From an optimization exercise on the open Yosys and OpenROAD flow, aimed at small area; shortcuts taken in it are not production practice. Function was checked by simulation only, so behaviour that the tests miss may differ from the original. Power and IR drop assume default switching activity.

<file path="flow/flow/run.sh">
#!/bin/bash
# Layout flow: the standard ORFS flow, with an area-oriented ABC mapping
# script in synthesis (registers and their names are unchanged).
set -euo pipefail
HERE=$(pwd)

# synthesis script: the standard flow's, with abc run on flow/area.abc
sed 's|log_cmd abc {\*}\$abc_args|log_cmd abc {*}[lreplace $abc_args 1 1 '"$HERE"'/flow/area.abc]|' \
  "$FLOW_HOME/scripts/synth.tcl" > "$HERE/area_synth_body.tcl"
grep -q "flow/area.abc" "$HERE/area_synth_body.tcl"
sed 's|source \$::env(SCRIPTS_DIR)/synth.tcl|source '"$HERE"'/area_synth_body.tcl|' \
  synth_recipe.tcl > "$HERE/area_synth.tcl"
grep -q "area_synth_body.tcl" "$HERE/area_synth.tcl"

EXTRA=()
if [[ -f flow/extra.txt ]]; then mapfile -t EXTRA < <(grep -v '^#' flow/extra.txt | grep .); fi

bash standard.sh SYNTH_SCRIPT="$HERE/area_synth.tcl" "${EXTRA[@]}" finish > "$HERE/orfs_flow.log" 2>&1
</file>
<file path="flow/flow/area.abc">
strash
&get -n
&fraig -x
&put
scorr
dc2
strash
&get -n
&deepsyn -T 60
&dch -f
&nf -R 1000
&put
strash
&get -n
&dch -f
&nf -R 1000
&put
</file>
<file path="flow/flow/extra.txt">
# extra make variables for standard.sh, one per line
CTS_ARGS=-sink_clustering_enable -repair_clock_nets -sink_clustering_size 27 -sink_clustering_max_diameter 90 -dont_use_dummy_load
BUFFER_PORTS_ARGS=-buffer_cell sky130_fd_sc_hd__buf_1
</file>
<file path="flow/standard.sh">
#!/bin/bash
# synth_recipe.tcl (not shown) runs the flow's synth.tcl, then flattens the netlist and writes it again
# the make line also repeats each setting of config.mk as NAME=value (left out here)
make -C /OpenROAD-flow-scripts/flow DESIGN_CONFIG=/design/flow/config.mk WORK_HOME=/design/flow/orfs CLKGATE_MAP_FILE= SYNTH_SCRIPT=/design/flow/synth_recipe.tcl "${@:-finish}"
</file>
<file path="flow/config.mk">
export PLATFORM = sky130hd
export DESIGN_NAME = rename_core
export DESIGN_NICKNAME = rename_core
export VERILOG_FILES = /design/flow/design.v
export SDC_FILE = /design/flow/constraint.sdc
export NUM_CORES = 4
export LEC_CHECK = 0
export CAP_MARGIN = 20
export CORE_MARGIN = 2
export CORE_UTILIZATION = 50
export PLACE_DENSITY = 0.68
export SETUP_SLACK_MARGIN = 0.3
export SLEW_MARGIN = 20
</file>
<file path="flow/constraint.sdc">
create_clock -name core_clock -period 7.0 [get_ports {clk}]
set_input_delay 1.4000 -clock core_clock [delete_from_list [all_inputs] [get_ports {clk}]]
set_output_delay 1.4000 -clock core_clock [all_outputs]
set_load 0.01 [all_outputs]
</file>
<file path="flow/design.v">
package rename_pkg;
  localparam int num_lregs  = 32;   
  localparam int num_pregs  = 64;   
  localparam int rob_depth  = 16;
  localparam int free_depth = 32;   
  localparam int free_idx_w = $clog2(free_depth);
  localparam int free_cnt_w = free_idx_w + 1;
  localparam int rob_cnt_w  = $clog2(rob_depth) + 1;
  typedef logic [$clog2(num_lregs)-1:0] lreg_t;
  typedef logic [$clog2(num_pregs)-1:0] preg_t;
  typedef logic [$clog2(rob_depth)-1:0] rob_idx_t;
  typedef logic [5:0]                   opcode_t;
  localparam opcode_t op_rtype = 6'h00;   
  localparam opcode_t op_beq   = 6'h04;
  localparam opcode_t op_addi  = 6'h08;   
  localparam opcode_t op_lw    = 6'h23;   
  localparam opcode_t op_sw    = 6'h2b;
  typedef struct packed {
    opcode_t    opcode;
    lreg_t      rs;
    lreg_t      rt;
    lreg_t      rd;
    logic [4:0] shamt;
    logic [5:0] funct;
  } r_fields_t;
  typedef struct packed {
    opcode_t     opcode;
    lreg_t       rs;
    lreg_t       rt;    
    logic [15:0] imm;
  } i_fields_t;
  typedef union packed {
    r_fields_t r;
    i_fields_t i;
  } instr_u;
endpackage
module rename_core (
  input  logic                 clk,
  input  logic                 rst,
  input  logic                 i_dispatch,
  input  rename_pkg::instr_u   i_instr,
  input  logic                 i_complete,
  input  logic                 i_compl_mispredict,
  input  rename_pkg::rob_idx_t i_compl_rob,
  output logic                 o_stall,
  output rename_pkg::rob_idx_t o_rob_num,
  output rename_pkg::preg_t    o_p_rs,
  output rename_pkg::preg_t    o_p_rt,
  output rename_pkg::preg_t    o_p_rd_new,
  output logic                 o_rs_ready,
  output logic                 o_rt_ready,
  output logic                 o_retire,
  output rename_pkg::lreg_t    o_retire_lrd,
  output rename_pkg::preg_t    o_retire_p_rd
);
  logic [5:0] opcode;
  logic       valid_op, write_rd, reg_dest, read_rs, read_rt;
  logic [4:0] l_rs, l_rt, l_rd;
  assign opcode = i_instr.r.opcode;
  assign l_rs   = i_instr.r.rs;
  assign l_rt   = i_instr.r.rt;
  always_comb begin
    valid_op = 1'b0; write_rd = 1'b0; reg_dest = 1'b0; read_rs = 1'b0; read_rt = 1'b0;
    case (opcode)
      rename_pkg::op_rtype: begin
        valid_op = 1'b1; write_rd = 1'b1; reg_dest = 1'b1; read_rs = 1'b1; read_rt = 1'b1;
      end
      rename_pkg::op_addi, rename_pkg::op_lw: begin
        valid_op = 1'b1; reg_dest = 1'b1; read_rs = 1'b1;
      end
      rename_pkg::op_sw, rename_pkg::op_beq: begin
        valid_op = 1'b1; read_rs = 1'b1; read_rt = 1'b1;
      end
      default: ;
    endcase
  end
  assign l_rd = write_rd ? i_instr.r.rd : i_instr.i.rt;
  logic [15:0] dest, done;
  logic [4:0]  lrd   [16];
  logic [5:0]  p_new [16];
  logic [3:0]  head, tail, tail_m1;
  logic        full_q;   
  logic        rec_active;
  logic [3:0]  rec_target;
  logic [5:0]  ring [32];
  logic [4:0]  m;
  logic [5:0]  fresh_cnt;   
  logic        fresh;
  logic [5:0]  free_head;
  logic [5:0]  map [32];
  logic full, walk, accept, pop, retire, retire_dest, walk_dest;
  logic [4:0] lrd_w, idx3;
  logic [5:0] p3;
  assign tail_m1 = tail - 1'b1;
  assign full    = full_q;
  assign walk    = rec_active && (tail != rec_target);
  assign o_stall = full || walk;
  assign accept  = i_dispatch && valid_op && !o_stall;
  assign pop     = accept && reg_dest;
  assign retire      = (full_q || head != tail) && done[head] && !rec_active;
  assign retire_dest = retire && dest[head];
  assign walk_dest   = walk && dest[tail_m1];
  assign lrd_w       = lrd[tail_m1];
  assign o_retire      = retire;
  assign o_retire_lrd  = lrd[head];
  assign o_retire_p_rd = p_new[head];
  assign o_rob_num     = tail;
  assign fresh         = !fresh_cnt[5];
  assign free_head     = fresh ? {1'b1, fresh_cnt[4:0]} : ring[0];
  assign o_p_rd_new    = free_head;
  assign idx3   = walk ? lrd_w : l_rd;
  assign p3     = map[idx3];
  assign o_p_rs = map[l_rs];
  assign o_p_rt = map[l_rt];
  logic [15:0] live, ge_head, lt_tail, m_rs, m_rt;
  logic        wrap;
  always_comb begin
    for (int e = 0; e < 16; e++) begin
      ge_head[e] = (4'(e) >= head);
      lt_tail[e] = (4'(e) < tail);
    end
  end
  assign wrap = (tail < head) || (tail == head && full);
  assign live = full ? 16'hffff : (wrap ? (ge_head | lt_tail) : (ge_head & lt_tail));
  always_comb begin
    for (int e = 0; e < 16; e++) begin
      m_rs[e] = live[e] && dest[e] && (lrd[e] == l_rs);
      m_rt[e] = live[e] && dest[e] && (lrd[e] == l_rt);
    end
  end
  logic [1:0] yb_rs_lo, yb_rs_all, yb_rt_lo, yb_rt_all;
  logic       busy_rs, busy_rt;
  youngest_busy i_yb_rs_lo  (.i_match(m_rs & lt_tail), .i_done(done), .o_any(yb_rs_lo[1]),  .o_busy(yb_rs_lo[0]));
  youngest_busy i_yb_rs_all (.i_match(m_rs),           .i_done(done), .o_any(yb_rs_all[1]), .o_busy(yb_rs_all[0]));
  youngest_busy i_yb_rt_lo  (.i_match(m_rt & lt_tail), .i_done(done), .o_any(yb_rt_lo[1]),  .o_busy(yb_rt_lo[0]));
  youngest_busy i_yb_rt_all (.i_match(m_rt),           .i_done(done), .o_any(yb_rt_all[1]), .o_busy(yb_rt_all[0]));
  assign busy_rs   = yb_rs_lo[1] ? yb_rs_lo[0] : (yb_rs_all[1] && yb_rs_all[0]);
  assign busy_rt   = yb_rt_lo[1] ? yb_rt_lo[0] : (yb_rt_all[1] && yb_rt_all[0]);
  assign o_rs_ready = !read_rs || !busy_rs;
  assign o_rt_ready = !read_rt || !busy_rt;
  always_ff @(posedge clk or negedge rst) begin
    if (!rst) begin
      head  <= '0;
      tail  <= '0;
      full_q <= 1'b0;
    end else begin
      if (retire || walk)                     full_q <= 1'b0;
      else if (accept && tail + 1'b1 == head) full_q <= 1'b1;
      if (accept) tail <= tail + 1'b1;
      if (walk)   tail <= tail_m1;
      if (retire) head <= head + 1'b1;
    end
  end
  always_ff @(posedge clk or negedge rst) begin
    if (!rst) begin
      rec_active <= 1'b0;
      rec_target <= '0;
    end else if (i_complete && i_compl_mispredict && !rec_active) begin
      rec_active <= 1'b1;
      rec_target <= i_compl_rob + 1'b1;
    end else if (rec_active && (!walk || tail_m1 == rec_target)) begin
      rec_active <= 1'b0;
    end
  end
  always_ff @(posedge clk) begin
    if (accept) begin
      dest[tail]  <= reg_dest;
      done[tail]  <= 1'b0;
      lrd[tail]   <= l_rd;
      p_new[tail] <= free_head;
    end
    if (i_complete) begin
      done[i_compl_rob] <= 1'b1;
    end
  end
  always_ff @(posedge clk or negedge rst) begin
    if (!rst) begin
      m <= '0;
    end else begin
      m <= m + 5'(pop) - 5'(retire_dest) - 5'(walk_dest);
    end
  end
  always_ff @(posedge clk or negedge rst) begin
    if (!rst) begin
      fresh_cnt <= '0;
    end else if (pop && fresh) begin
      fresh_cnt <= fresh_cnt + 1'b1;
    end
  end
  always_ff @(posedge clk) begin
    if (pop) begin
      for (int i = 0; i < 31; i++) ring[i] <= ring[i+1];
      ring[31] <= p3;
    end else if (walk_dest) begin
      for (int i = 16; i < 32; i++) begin
        if (6'(i) == 6'd32 - 6'(m))      ring[i] <= p3;
        else if (6'(i) > 6'd32 - 6'(m))  ring[i] <= ring[i-1];
      end
    end
  end
  logic [5:0]  map_wd, map_wd_hi, map_wd_lo;
  logic [31:0] map_we;
  assign map_wd    = walk ? ring[31] : free_head;
  assign map_wd_hi = map_wd | {6{!rst}};
  assign map_wd_lo = map_wd & {6{rst}};
  always_comb begin
    for (int i = 0; i < 32; i++) map_we[i] = !rst || ((pop || walk_dest) && idx3 == 5'(i));
  end
  always_ff @(posedge clk) begin
    for (int i = 0; i < 32; i++) begin
      if (map_we[i]) begin
        for (int b = 0; b < 6; b++) map[i][b] <= ((i >> b) & 1) ? map_wd_hi[b] : map_wd_lo[b];
      end
    end
  end
endmodule
module youngest_busy (
  input  logic [15:0] i_match,
  input  logic [15:0] i_done,
  output logic        o_any,
  output logic        o_busy
);
  logic [7:0] a1, b1;
  logic [3:0] a2, b2;
  logic [1:0] a3, b3;
  always_comb begin
    for (int k = 0; k < 8; k++) begin
      a1[k] = i_match[2*k+1] | i_match[2*k];
      b1[k] = i_match[2*k+1] ? !i_done[2*k+1] : !i_done[2*k];
    end
    for (int k = 0; k < 4; k++) begin
      a2[k] = a1[2*k+1] | a1[2*k];
      b2[k] = a1[2*k+1] ? b1[2*k+1] : b1[2*k];
    end
    for (int k = 0; k < 2; k++) begin
      a3[k] = a2[2*k+1] | a2[2*k];
      b3[k] = a2[2*k+1] ? b2[2*k+1] : b2[2*k];
    end
  end
  assign o_any  = a3[1] | a3[0];
  assign o_busy = a3[1] ? b3[1] : b3[0];
endmodule
</file>
==> impl_metrics.csv, run 1 <==
group,metric,value,unit
min_path,hold_path.class,"register to register",
placement,dpl_cell_area,33000,um^2
timing,report.final.slew_viol_count,0,
synth,syn-num-nets,2572,
critical_path,critPathRequiredTime,5.60,ns
floorplanning,die_h,250,um
timing,fin_ws,0.449,ns
outcome,status,"finished clean",
grt,grt_usage,0.439,
synth,ys.flop_type,"edfxtp_1",
placement,portBuffers,66,
floorplanning,die_area,62300,um^2
critical_path,worst_setup_path_end_kind,"output pin",
synth,synth_top_family_by_area,"compound AO/OA/AOI/OAI gates",
detailed_routing,drt_iter0_markers,5262,
power_and_ir_drop,ir_drop,0.323,mV
placement,dp_slack,0.278,ns
timing,worst_slew_pin_slew,1.31,ns
synth,synth_compound_gate_area_share,0.213,
synth,ys_types,62,
synth,yosysSeqAreaShare,0.605,
synth,synth.avg_cell_area,12.1,um^2
grt,grt_max_degree,195,
grt,grt_pass1_vias,25279,
cells_and_area,num-nets-final,2888,
timing,rsz0062_at_grt,"yes",
timing,max_slew_margin,0.123,
cells_and_area,instances_no_fill,3597,
timing,min_period,6.55,ns
grt,antenna_found_initial,10,
detailed_routing,drt-pass1-iter-count,13,
floorplanning,ioPinCount,78,
synth,synthArstFlopShare,0.0405,
cells_and_area,fillerInstances,4899,
synth,syn_area,30100,um^2
timing,timing.final.crit_share,0.936,
cells_and_area,final_area,34100,um^2
floorplanning,initial_core_util,0.502,
placement,dpl.cell_count,3547,
placement,routabilityCongestion,1.17,
synth,synth-seq-cells,617,
critical_path,critPathArrivalTime,5.15,ns
synth,synthTopCellsByArea,"edfxtp_1 (57%), a22oi_1 (5.3%), a222oi_1 (3.3%)",
detailed_routing,num_vias,27410,
detailed_routing,drc,0,
cts,clock_path_buffers,3,
detailed_routing,ant_nets,0,
synth,synth_top_area_frac,0.574,
cts,clkSinkCount,617,
timing,max_freq,153,MHz
synth,yosysWarningCount,4,
cts,root_buffer,"clkbuf_16",
synth,synthCells,2497,
placement,dpl.hpwl,99.1,mm
power_and_ir_drop,cellLeakagePower,0.0113,uW
cts,clk_latency,0.65,ns
synth,yosys.area_share.simple,0.112,
grt,grt_pass1_wl,193,mm
grt,grt_remaining_overflow,0,
synth,yosysTopAreaCell,"edfxtp_1",
synth,synth-xor-area-share,0.0343,
flow_run,cap_viol_max_count,0,
detailed_routing,viasPerCell,7.62,
synth,synth_edf_count,576,
cts,clkTransAtPathRegs,0.10,ns
detailed_routing,drt-total-wl,139,mm
timing,setup-violations-final,0,
synth,synthAdderAreaFrac,0.0159,
critical_path,path_class,"register to output pin",
cts,cts_tree,"yes",
critical_path,critPathMaxFanout,6,
synth,synth.most_common_cell,"edfxtp_1",
timing,final_hold_viol_count,0,
critical_path,startpoint_type,"register",
detailed_routing,wl_per_cell,38.8,um
cells_and_area,syn_to_final_growth,13.0,%
floorplanning,fp-row-count,90,
timing,fin_tns_setup,0,ns
cells_and_area,drive_above_1_share,0.109,
cts,htreeDepth,1,
synth,synthTopCellsByCount,"edfxtp_1 (576), nand2_1 (238), a22oi_1 (213)",
floorplanning,chipWidth,250,um
power_and_ir_drop,p_per_area,464,nW/um^2
cts,cts_buffers,30,
timing,fin_skew,0.0639,ns
cts,cts_hold_buf,0,
synth,synth_mux_area_frac,0.00938,
floorplanning,core_area,60000,um^2
critical_path,r2r_slack,0.48,ns
[cells in the final DEF (no fill, tap or decap), drive strengths merged, types with 12 or more instances in the layout]
cell	Yosys	routed
edfxtp	576	576
buf	0	283
nand2	238	238
a22oi	213	213
nor2	211	211
o21ai	141	141
a21oi	105	105
nand3	101	101
a222oi	99	99
a221oi	84	84
clkinv	79	76
xor2	66	66
o22ai	58	58
a22o	56	56
xnor2	52	52
nor3	44	44
nand4	38	38
ha	32	32
clkbuf	0	31
dfrtp	25	25
nand2b	18	18
nor4	18	18
dfxtp	16	16
and2	16	16
and3	14	14
mux2	14	14
a221o	14	14
o211ai	13	13
a31oi	12	12
o31ai	12	12
nor2b	12	12
[metal layers]
metal	track usage	up-vias	wire [um]
met4	0.321	16	13900
met1	0.538	13128	46300
met5	0	-	195
met2	0.650	2656	58700
met3	0.148	705	20400
li1	-	10905	-
[state kept, by name (all words and copies together), names as in the netlist, 4 cells and up]
signal,flops
m,5
p_new,96
done,16
lrd,80
rec_target,4
dest,16
head,4
map,192
ring,192
fresh_cnt,6
tail,4
[kinds of logic after synthesis]
kind of cell               count (synthesis)
AOI/OAI and AO/OA                        878
and+or+nand+nor                          743
DFF                                      617
xor gates and xnor gates                 118
buffers and inverters                     79
adders and majority gates                 38
muxes                                     24
[final timing paths]
path                        startpoint            end  cells after the start
setup reg to reg               tail[1]    ring[16][0]                     16
hold / removal             ring[13][2]    ring[12][2]                      0
setup / recovery               tail[1]     o_rs_ready                     25
hold reg to reg            ring[13][2]    ring[12][2]                      0
min in group asynchronous          rst  rec_target[1]                      2
max in group asynchronous          rst        tail[1]                      3
[report_power, final]
group | switching, uW | total, uW | leakage (uW) | internal (uW)
registers | 734 | 5920 | 0.00575 | 5190
clock network | 1120 | 1880 | 0.000370 | 760
logic | 5800 | 8000 | 0.00521 | 2200
[repair_timing]
action | CTS | global route
hold endpoints to repair | 0 | 0
buffers inserted | 2 | 10
setup endpoints to repair | 2 | 27
pin swaps | 2 | 12
gates resized for setup | 14 | 27
[metrics by stage]
step	hold WS, ns	util	total power [uW]
finish	0.420	0.568	15800
global route	0.428	0.568	16200
CTS	0.423	0.563	15100
detailed placement	0.405	0.550	13300
global placement	0.400	0.549	13100
floorplan	0.400	-	9650
[critical path: stages, from the launching register on]
cell      delay [ns]
dfrtp_2         0.45
ha_4            0.25
nor2b_1         0.12
o21ai_1         0.13
nand2b_1        0.11
a21oi_2         0.19
buf_4           0.14
nor2_4          0.05
nand2_1         0.11
o311ai_1        0.09
buf_4           0.19
nor4b_4         0.25
buf_4           0.17
mux2i_1         0.07
a211o_1         0.28
a221o_1         0.30
a21o_1          0.21
a31oi_1         0.17
nor2_1          0.08
o311ai_1        0.28
a221oi_1        0.12
a211o_1         0.27
a22oi_2         0.15
o41ai_1         0.09
nand3_1         0.11
buf_2           0.15
[cell type report]
cell class                      count  area, um^2  share of cell area
Tap cell                          782         978              0.0287
Antenna cell                        4        10.0            0.000294
Multi-Input combinational cell   1801       11900               0.348
Inverter                           79         309             0.00907
Clock buffer                       30         751              0.0220
Sequential cell                   617       18200               0.535
Timing Repair Buffer              284        1920              0.0563
==> inputs of run 2 (changes only) <==
--- a/flow/flow/extra.txt
+++ b/flow/flow/extra.txt
@@ -3 +3,2 @@
 BUFFER_PORTS_ARGS=-buffer_cell sky130_fd_sc_hd__buf_1
+DONT_USE_CELLS=sky130_fd_sc_hd__probe_p_8 sky130_fd_sc_hd__probec_p_8 sky130_fd_sc_hd__lpflow_bleeder_1 sky130_fd_sc_hd__lpflow_clkbufkapwr_1 sky130_fd_sc_hd__lpflow_clkbufkapwr_16 sky130_fd_sc_hd__lpflow_clkbufkapwr_2 sky130_fd_sc_hd__lpflow_clkbufkapwr_4 sky130_fd_sc_hd__lpflow_clkbufkapwr_8 sky130_fd_sc_hd__lpflow_clkinvkapwr_1 sky130_fd_sc_hd__lpflow_clkinvkapwr_16 sky130_fd_sc_hd__lpflow_clkinvkapwr_2 sky130_fd_sc_hd__lpflow_clkinvkapwr_4 sky130_fd_sc_hd__lpflow_clkinvkapwr_8 sky130_fd_sc_hd__lpflow_decapkapwr_12 sky130_fd_sc_hd__lpflow_decapkapwr_3 sky130_fd_sc_hd__lpflow_decapkapwr_4 sky130_fd_sc_hd__lpflow_decapkapwr_6 sky130_fd_sc_hd__lpflow_decapkapwr_8 sky130_fd_sc_hd__lpflow_inputiso0n_1 sky130_fd_sc_hd__lpflow_inputiso0p_1 sky130_fd_sc_hd__lpflow_inputiso1n_1 sky130_fd_sc_hd__lpflow_inputiso1p_1 sky130_fd_sc_hd__lpflow_inputisolatch_1 sky130_fd_sc_hd__lpflow_isobufsrc_1 sky130_fd_sc_hd__lpflow_isobufsrc_16 sky130_fd_sc_hd__lpflow_isobufsrc_2 sky130_fd_sc_hd__lpflow_isobufsrc_4 sky130_fd_sc_hd__lpflow_isobufsrc_8 sky130_fd_sc_hd__lpflow_isobufsrckapwr_16 sky130_fd_sc_hd__lpflow_lsbuf_lh_hl_isowell_tap_1 sky130_fd_sc_hd__lpflow_lsbuf_lh_hl_isowell_tap_2 sky130_fd_sc_hd__lpflow_lsbuf_lh_hl_isowell_tap_4 sky130_fd_sc_hd__lpflow_lsbuf_lh_isowell_4 sky130_fd_sc_hd__lpflow_lsbuf_lh_isowell_tap_1 sky130_fd_sc_hd__lpflow_lsbuf_lh_isowell_tap_2 sky130_fd_sc_hd__lpflow_lsbuf_lh_isowell_tap_4  sky130_fd_sc_hd__buf_4 sky130_fd_sc_hd__buf_6 sky130_fd_sc_hd__buf_8 sky130_fd_sc_hd__buf_12 sky130_fd_sc_hd__buf_16
==> impl_metrics.csv, run 2 <==
group,metric,value,unit
outcome,status,"finished clean",
timing,max_slew_margin,0.0718,
cts,cts_buffers,29,
detailed_routing,drt_iter0_markers,5789,
synth,synthTopCellsByArea,"edfxtp_1 (57%), a22oi_1 (5.3%), a222oi_1 (3.3%)",
detailed_routing,viasPerCell,7.63,
synth,synth.most_common_cell,"edfxtp_1",
timing,min_period,6.82,ns
timing,fin_skew,0.0859,ns
power_and_ir_drop,p_int,8640,uW
synth,synth_edf_count,576,
timing,final_hold_viol_count,0,
floorplanning,core_area,60000,um^2
floorplanning,die_h,250,um
grt,grt_max_degree,146,
critical_path,critPathRequiredTime,5.60,ns
floorplanning,ioPinCount,78,
detailed_routing,drt-total-wl,141,mm
synth,ys_types,62,
cells_and_area,layout_commonest_cell,"edfxtp_1",
cells_and_area,syn_to_final_growth,16.4,%
detailed_routing,drc,0,
synth,synthArstFlopShare,0.0405,
synth,synth-seq-cells,617,
cells_and_area,num-nets-final,2942,
cells_and_area,regArea,18200,um^2
grt,antenna_found_initial,7,
cts,cts_hold_buf,0,
cells_and_area,fillerInstances,4830,
power_and_ir_drop,p_per_area,470,nW/um^2
cells_and_area,final_area,35100,um^2
floorplanning,initial_core_util,0.502,
grt,grt_usage,0.442,
min_path,hold_path.class,"register to register",
detailed_routing,ant_nets,0,
synth,syn-num-nets,2572,
critical_path,path_class,"register to output pin",
power_and_ir_drop,power_frac_comb,0.530,
timing,fin_tns_setup,0,ns
placement,portBuffers,66,
detailed_routing,wl_per_cell,38.6,um
synth,synthTopCellsByCount,"edfxtp_1 (576), nand2_1 (238), a22oi_1 (213)",
power_and_ir_drop,swShare,0.476,
power_and_ir_drop,cellLeakagePower,0.0120,uW
placement,routabilityCongestion,1.17,
cts,clk_latency,0.66,ns
critical_path,critPathMaxFanout,6,
power_and_ir_drop,ir_drop,0.532,mV
placement,dpl.hpwl,101,mm
floorplanning,chipWidth,250,um
timing,fin_ws,0.177,ns
synth,syn_area,30100,um^2
cts,cts_tree,"yes",
cts,clkTransAtPathRegs,0.10,ns
detailed_routing,drt-pass1-iter-count,12,
cells_and_area,drive_above_1_share,0.0621,
timing,worst_slew_pin_slew,1.39,ns
critical_path,startpoint_type,"register",
flow_run,cap_viol_max_count,0,
placement,dpl_cell_area,34100,um^2
synth,yosysWarningCount,4,
power_and_ir_drop,fin_total_pwr,16500,uW
critical_path,worst_setup_path_end_kind,"output pin",
grt,grt_pass1_wl,195,mm
synth,synthCells,2497,
cts,htreeDepth,1,
power_and_ir_drop,seqPwrFrac,0.359,
cts,root_buffer,"clkbuf_16",
floorplanning,fp-row-count,90,
cells_and_area,multi_input_area,12000,um^2
timing,setup-violations-final,0,
cells_and_area,final_cell_mix,"edfxtp_1 (576), nand2_1 (237), a22oi_1 (212)",
critical_path,critPathArrivalTime,5.42,ns
power_and_ir_drop,p_clk_frac,0.112,
power_and_ir_drop,p_switching,7840,uW
synth,synth.avg_cell_area,12.1,um^2
synth,yosysSeqAreaShare,0.605,
cts,clock_path_buffers,3,
cells_and_area,reg.largest.list,"map (192), ring (192), p_new (96)",
timing,timing.final.crit_share,0.975,
timing,report.final.slew_viol_count,0,
detailed_routing,num_vias,27851,
grt,grt_remaining_overflow,0,
floorplanning,die_area,62300,um^2
synth,synth_top_area_frac,0.574,
timing,max_freq,147,MHz
cts,clkSinkCount,617,
placement,dp_slack,0.175,ns
grt,grt_pass1_vias,26178,
timing,rsz0062_at_grt,"yes",
synth,ys.flop_type,"edfxtp_1",
synth,yosysTopAreaCell,"edfxtp_1",
-- run 2: power groups by stage --
stage | Sequential, uW | Clock, uW | Combinational, uW
after global routing | 5930 | 1950 | 8960
after global placement | 5920 | 0 | 7830
after floorplan | 5670 | 0 | 3970
after detailed placement | 5930 | 0 | 8020
final | 5910 | 1840 | 8730
after CTS | 5850 | 1850 | 8140
-- run 2: layout make-up --
type	instances	share of cell area
sequential	617	0.520
multi-input combinational	1801	0.341
timing repair buffer	339	0.0824
tap	782	0.0279
clock buffer	29	0.0207
inverter	79	0.00863
antenna	1	0.0000713
-- run 2: stage by stage --
step,utilization,cells,hold slack (ns)
final,0.585,3648,0.375
after global routing,0.585,3647,0.376
after CTS,0.583,3642,0.380
after detailed placement,0.568,3608,0.405
after global placement,0.567,3606,0.400
after floorplan,-,2497,0.400
-- run 2: final timing paths --
| check | endpoint | startpoint | slack [ns] | cells past startpoint |
|---|---|---|---|---|
| max in group asynchronous | m[0] | rst | 5.26 | 2 |
| max reg2reg | ring[26][0] | tail[2] | 0.41 | 15 |
| max | o_rt_ready | tail[1] | 0.18 | 15 |
| min | ring[12][4] | ring[13][4] | 0.38 | 0 |
| min reg2reg | ring[12][4] | ring[13][4] | 0.38 | 0 |
| min in group asynchronous | fresh_cnt[0] | rst | 0.71 | 1 |
-- run 2: critical path, cell delays in order (launching register included) --
cell	delay, ns
dfrtp_1	0.41
clkdlybuf4s18_2	0.26
dlygate4sd1_1	0.37
ha_1	0.30
dlygate4sd1_1	0.39
and3_1	0.37
maj3_1	0.20
nand2_1	0.14
nor4_1	0.83
nor3b_1	0.57
nor4_1	0.16
o2111ai_1	0.22
nor4_4	0.06
o21ai_1	0.19
nand3_1	0.16
buf_2	0.18
-- run 2: cells by family (layout without fill, tap and decap cells) --
logic type / after synthesis / in the layout / share of synthesized area
mux: 24 / 24 / 0.00938
other cells: 0 / 1 / 0
compound gates: 878 / 878 / 0.213
simple gates: 743 / 743 / 0.112
flops: 617 / 617 / 0.605
xor+xnor: 118 / 118 / 0.0343
buf+inv: 79 / 447 / 0.00984
fa+ha+maj: 38 / 38 / 0.0159
-- run 2: what timing repair did --
| item | in CTS | in global routing |
|---|---|---|
| pin swaps | 28 | 10 |
| cloned | 0 | 0 |
| setup endpoints to repair | 2 | 40 |
| endpoints found under the hold margin | 0 | 0 |
| resized for setup | 43 | 15 |
| setup buffers | 5 | 2 |
-- run 2: routing by layer --
layer  wire length (um)  GRT usage  vias up
li1                   -          -    11002
met1              46500      0.547    13390
met2              59500      0.661     2756
met3              22500      0.155      693
met4              12300      0.281       10
met5                 78          0        -

port drivers added, routing unchanged:
In the flow no input, the clock included, has a driving cell. The finished layouts below were timed again as built, in two steps. Step 1 assumes that a clkbuf_16 drives the clock port and a buf_2 every other input. Step 2 adds t to the input delays and takes it off the output delays; t is the mean of the earliest and latest rising clock arrival at the registers after step 1. Input paths then give back, and output paths get back, about the clock's delay inside the block. Three values: no drivers, after step 1, after step 2; two values: the first two.
run | t, ns | setup slack, ns | pins driven straight from the clock port
run 1 | 0.677 | 0.449 / 0.388 / 0.009 | 1
run 2 | 0.682 | 0.177 / 0.114 / -0.039 | 1
Met with ideal ports but missed after step 2: setup timing in run 2. The setup slack of run 1, which loses most, moves by -0.061 ns with the drivers and by -0.440 ns with both steps.
